This is an optimization exercise on Yosys and OpenROAD, whose aim is small area and a short achievable clock period, not a production implementation. Function was checked by simulation only, so behaviour that the tests miss may differ from the original.

// datapath
module datapath (
  input  logic             Clock,
  input  logic             clear,
  input  logic [WIDTH-1:0] Mdatain,
  input  logic             Read,
  input  logic             write,
  input  logic R0in,  R1in,  R2in,  R3in,  R4in,  R5in,  R6in,  R7in,
  input  logic R8in,  R9in,  R10in, R11in, R12in, R13in, R14in, R15in,
  input  logic R0out, R1out, R2out, R3out, R4out, R5out, R6out, R7out,
  input  logic R8out, R9out, R10out, R11out, R12out, R13out, R14out, R15out,
  input  logic             PCin,
  input  logic             IRin,
  input  logic             MARin,
  input  logic             MDRin,
  input  logic             Yin,
  input  logic             PCout,
  input  logic             MDRout,
  input  logic             Zlowout,
  input  logic             CSignout,
  input  logic             ZMuxOut,
  input  logic             ZMuxEnbale,
  input  logic             ZSelect,
  input  logic             Zin,
  input  logic             IncPC,
  input  logic             aluin,
  input  logic [OP_W-1:0]  aluControl,
  input  logic             AND,
  output logic [WIDTH-1:0] out
);
clock: 150.0 ns
lec_check: 0
abc_area: 1
cap_margin: 20
core_margin: 2
core_utilization: 45
slew_margin: 20
standard.sh (not shown) runs the stock make flow with config.mk's settings and CLKGATE_MAP_FILE= SYNTH_SCRIPT=/design/flow/synth_recipe.tcl, a recipe that flattens the netlist after the stock synthesis.
==> flow/flow/run.sh <==
#!/bin/bash
# The standard layout, with timing repair aimed at a setup slack margin
# (ORFS SETUP_SLACK_MARGIN): the clock period and constraints are unchanged,
# repair just keeps working on the critical paths past zero slack.
# Pin swapping is left out of repair (SKIP_PIN_SWAP) so the layout stays
# structurally close to the synthesized netlist.
set -euo pipefail
export SETUP_SLACK_MARGIN="$(cat flow/setup_margin)"
export SKIP_PIN_SWAP=1
bash standard.sh finish > standard.log 2>&1
==> flow/flow/setup_margin <==
50
Next try:
--- a/flow/design.v
+++ b/flow/design.v
@@ -57,22 +57,13 @@
     assign l16[i]  = nz8[2*i+1] ? {1'b0, l8[2*i+1]} : {1'b1, l8[2*i]};
   end
   assign s = nz16[1] ? {1'b0, l16[1]} : {1'b1, l16[0]};
   logic [31:0] dn;
   logic [63:0] x;
   assign dn = bn << s;
-  logic [31:0] ar0, ar1, ar2, ar3, ar4, lm;
-  assign ar0 = s[0] ? {an[30:0], an[31]}    : an;
-  assign ar1 = s[1] ? {ar0[29:0], ar0[31:30]} : ar0;
-  assign ar2 = s[2] ? {ar1[27:0], ar1[31:28]} : ar1;
-  assign ar3 = s[3] ? {ar2[23:0], ar2[31:24]} : ar2;
-  assign ar4 = s[4] ? {ar3[15:0], ar3[31:16]} : ar3;
-  for (genvar i = 0; i < 32; i++) begin : g_lm
-    assign lm[i] = (5'(i) < s);
-  end
-  assign x  = {ar4 & lm, ar4 & ~lm};
+  assign x  = {32'd0, an} << s;
   logic signed [6:0] m2, m1, m0, mm1;
   always_comb begin
     case (dn[30:28])
       3'd0:    {m2, m1, m0, mm1} = {7'sd12, 7'sd3, -7'sd5,  -7'sd13};
       3'd1:    {m2, m1, m0, mm1} = {7'sd14, 7'sd4, -7'sd6,  -7'sd15};
       3'd2:    {m2, m1, m0, mm1} = {7'sd15, 7'sd4, -7'sd6,  -7'sd16};
@@ -140,42 +131,38 @@
     end
   end
   assign prod = pa + pb + pm;
   logic [34:0] t;
   logic        tneg;
   logic [31:0] rx, qp, qn, uq, ur;
-  logic        qsg;
   for (genvar j = 0; j < 16; j++) begin : g_q
     assign qp[31-2*j:30-2*j] = {k2[j] & kn[j], k1[j] & kn[j]};
     assign qn[31-2*j:30-2*j] = {k2[j] & ~kn[j], k1[j] & ~kn[j]};
   end
-  assign t    = prod[34:0];    
+  assign t    = ss[16] + cc[16];
   assign tneg = t[34];
-  assign uq   = qp + ~qn;
-  assign qsg  = a[31] ^ b[31];
+  assign uq   = qp + ~qn + {31'd0, ~tneg};
   assign rx   = t[31:0] + (tneg ? dn : 32'd0);
   assign ur   = rx >> s;
-  assign quo  = bz ? 32'hFFFF_FFFF : (uq ^ {32{qsg}}) + {31'd0, ~(qsg ^ tneg)};
+  assign quo  = bz ? 32'hFFFF_FFFF : ((a[31] ^ b[31]) ? 32'd0 - uq : uq);
   assign rem  = bz ? a : (a[31] ? 32'd0 - ur : ur);
 endmodule
 module datapath_alu (
   input  logic [WIDTH-1:0] a,
   input  logic [WIDTH-1:0] b,
   input  logic [OP_W-1:0]  op,
-  input  logic             inc,      
-  output logic [WIDTH-1:0] sum,
   output logic [2*WIDTH-1:0] result
 );
   logic [SH_W-1:0] sh;
   assign sh = b[SH_W-1:0];
   logic             is_neg, inv;
-  logic [WIDTH-1:0] xa;
+  logic [WIDTH-1:0] xa, sum;
   assign is_neg = (op == OP_NEG);
-  assign inv    = ~inc & ((op == OP_SUB) | is_neg);
-  assign xa     = (is_neg | inc) ? '0 : a;
-  assign sum    = xa + (b ^ {WIDTH{inv}}) + {{(WIDTH-1){1'b0}}, inv | inc};
+  assign inv    = (op == OP_SUB) | is_neg;
+  assign xa     = is_neg ? '0 : a;
+  assign sum    = xa + (b ^ {WIDTH{inv}}) + {{(WIDTH-1){1'b0}}, inv};
   logic             left;
   logic [SH_W-1:0]  r;
   logic [WIDTH-1:0] rot, ge;     
   logic [WIDTH-1:0] shr_m;       
   assign left = (op == OP_ROL) | (op == OP_SHL);
   assign r    = left ? (SH_W'(0) - sh) : sh;
@@ -243,19 +230,16 @@
   logic [OP_W-1:0]    op_sel;
   assign r_in  = {R15in, R14in, R13in, R12in, R11in, R10in, R9in, R8in,
                   R7in,  R6in,  R5in,  R4in,  R3in,  R2in,  R1in, R0in};
   assign r_out = {R15out, R14out, R13out, R12out, R11out, R10out, R9out, R8out,
                   R7out,  R6out,  R5out,  R4out,  R3out,  R2out,  R1out, R0out};
   assign op_sel = AND ? OP_AND : aluControl;
-  logic [WIDTH-1:0] inc_sum;
   datapath_alu u_alu (
     .a      (y),
     .b      (bus),
     .op     (op_sel),
-    .inc    (Zin & IncPC),
-    .sum    (inc_sum),
     .result (alu_res)
   );
   always_comb begin
     bus = '0;
     if (ZMuxOut && ZMuxEnbale) bus = ZSelect ? z[2*WIDTH-1:WIDTH] : z[WIDTH-1:0];
     else if (Zlowout)          bus = z[WIDTH-1:0];
@@ -289,13 +273,13 @@
     end else begin
       if (PCin)  pc  <= bus;
       if (IRin)  ir  <= bus;
       if (MARin) mar <= bus;
       if (MDRin) mdr <= Read ? Mdatain : bus;
       if (Yin)   y   <= bus;
-      if (Zin && IncPC) z <= {{WIDTH{1'b0}}, inc_sum};    
+      if (Zin && IncPC) z <= {{WIDTH{1'b0}}, bus + 32'd1};
       else if (aluin)   z <= alu_res;
       else if (Zin)     z <= {{WIDTH{1'b0}}, bus};
     end
   end
   logic unused_sigs;
   assign unused_sigs = ^{write, mar, ir[WIDTH-1:IMM_W]};
What happened:
- maximum frequency is higher by 1.1%
- final cell count is lower by 0.86%
- setup slack is better by 1100 ps
- clock-buffer cell count is lower by 5
- wire length is lower by 2.7%
- core utilization is lower by 3.3 points
- worst hold slack is better by 8.6 ps
- global-route usage is lower by 0.64 points
- cell area is lower by 5.0%
- critical path depth is lower by 13
- die area is higher by 0.64%
- synthesized area is higher by 0.65%
- via count is lower by 2.9%

static timing again, ports no longer ideal:
The flow's constraints put no driver on any port. The routed layouts listed below were extracted and timed again, unchanged, in two steps. Step 1 assumes that a clkbuf_16 drives the clock port and a buf_2 every other input. Step 2, shift: input delay + t, output delay - t, t = (earliest + latest rising clock arrival at the registers) / 2. This alone moves slack from input paths to output paths. a / b / c = no drivers / after step 1 / after step 2; a / b = the first two.
run	shift t [ns]	setup slack, ns	clock arrival spread, ns	worst register clock-pin slew, ns
the first run	0.775	51.270 / 51.290 / 50.515	0.049 / 0.048	0.08 / 0.08
the second run	0.777	52.335 / 52.197 / 51.420	0.065 / 0.066	0.08 / 0.08
After both steps setup and hold are still met in every run listed. The setup slack of the second run, which loses most, moves by -0.138 ns with the drivers and by -0.915 ns with both steps.
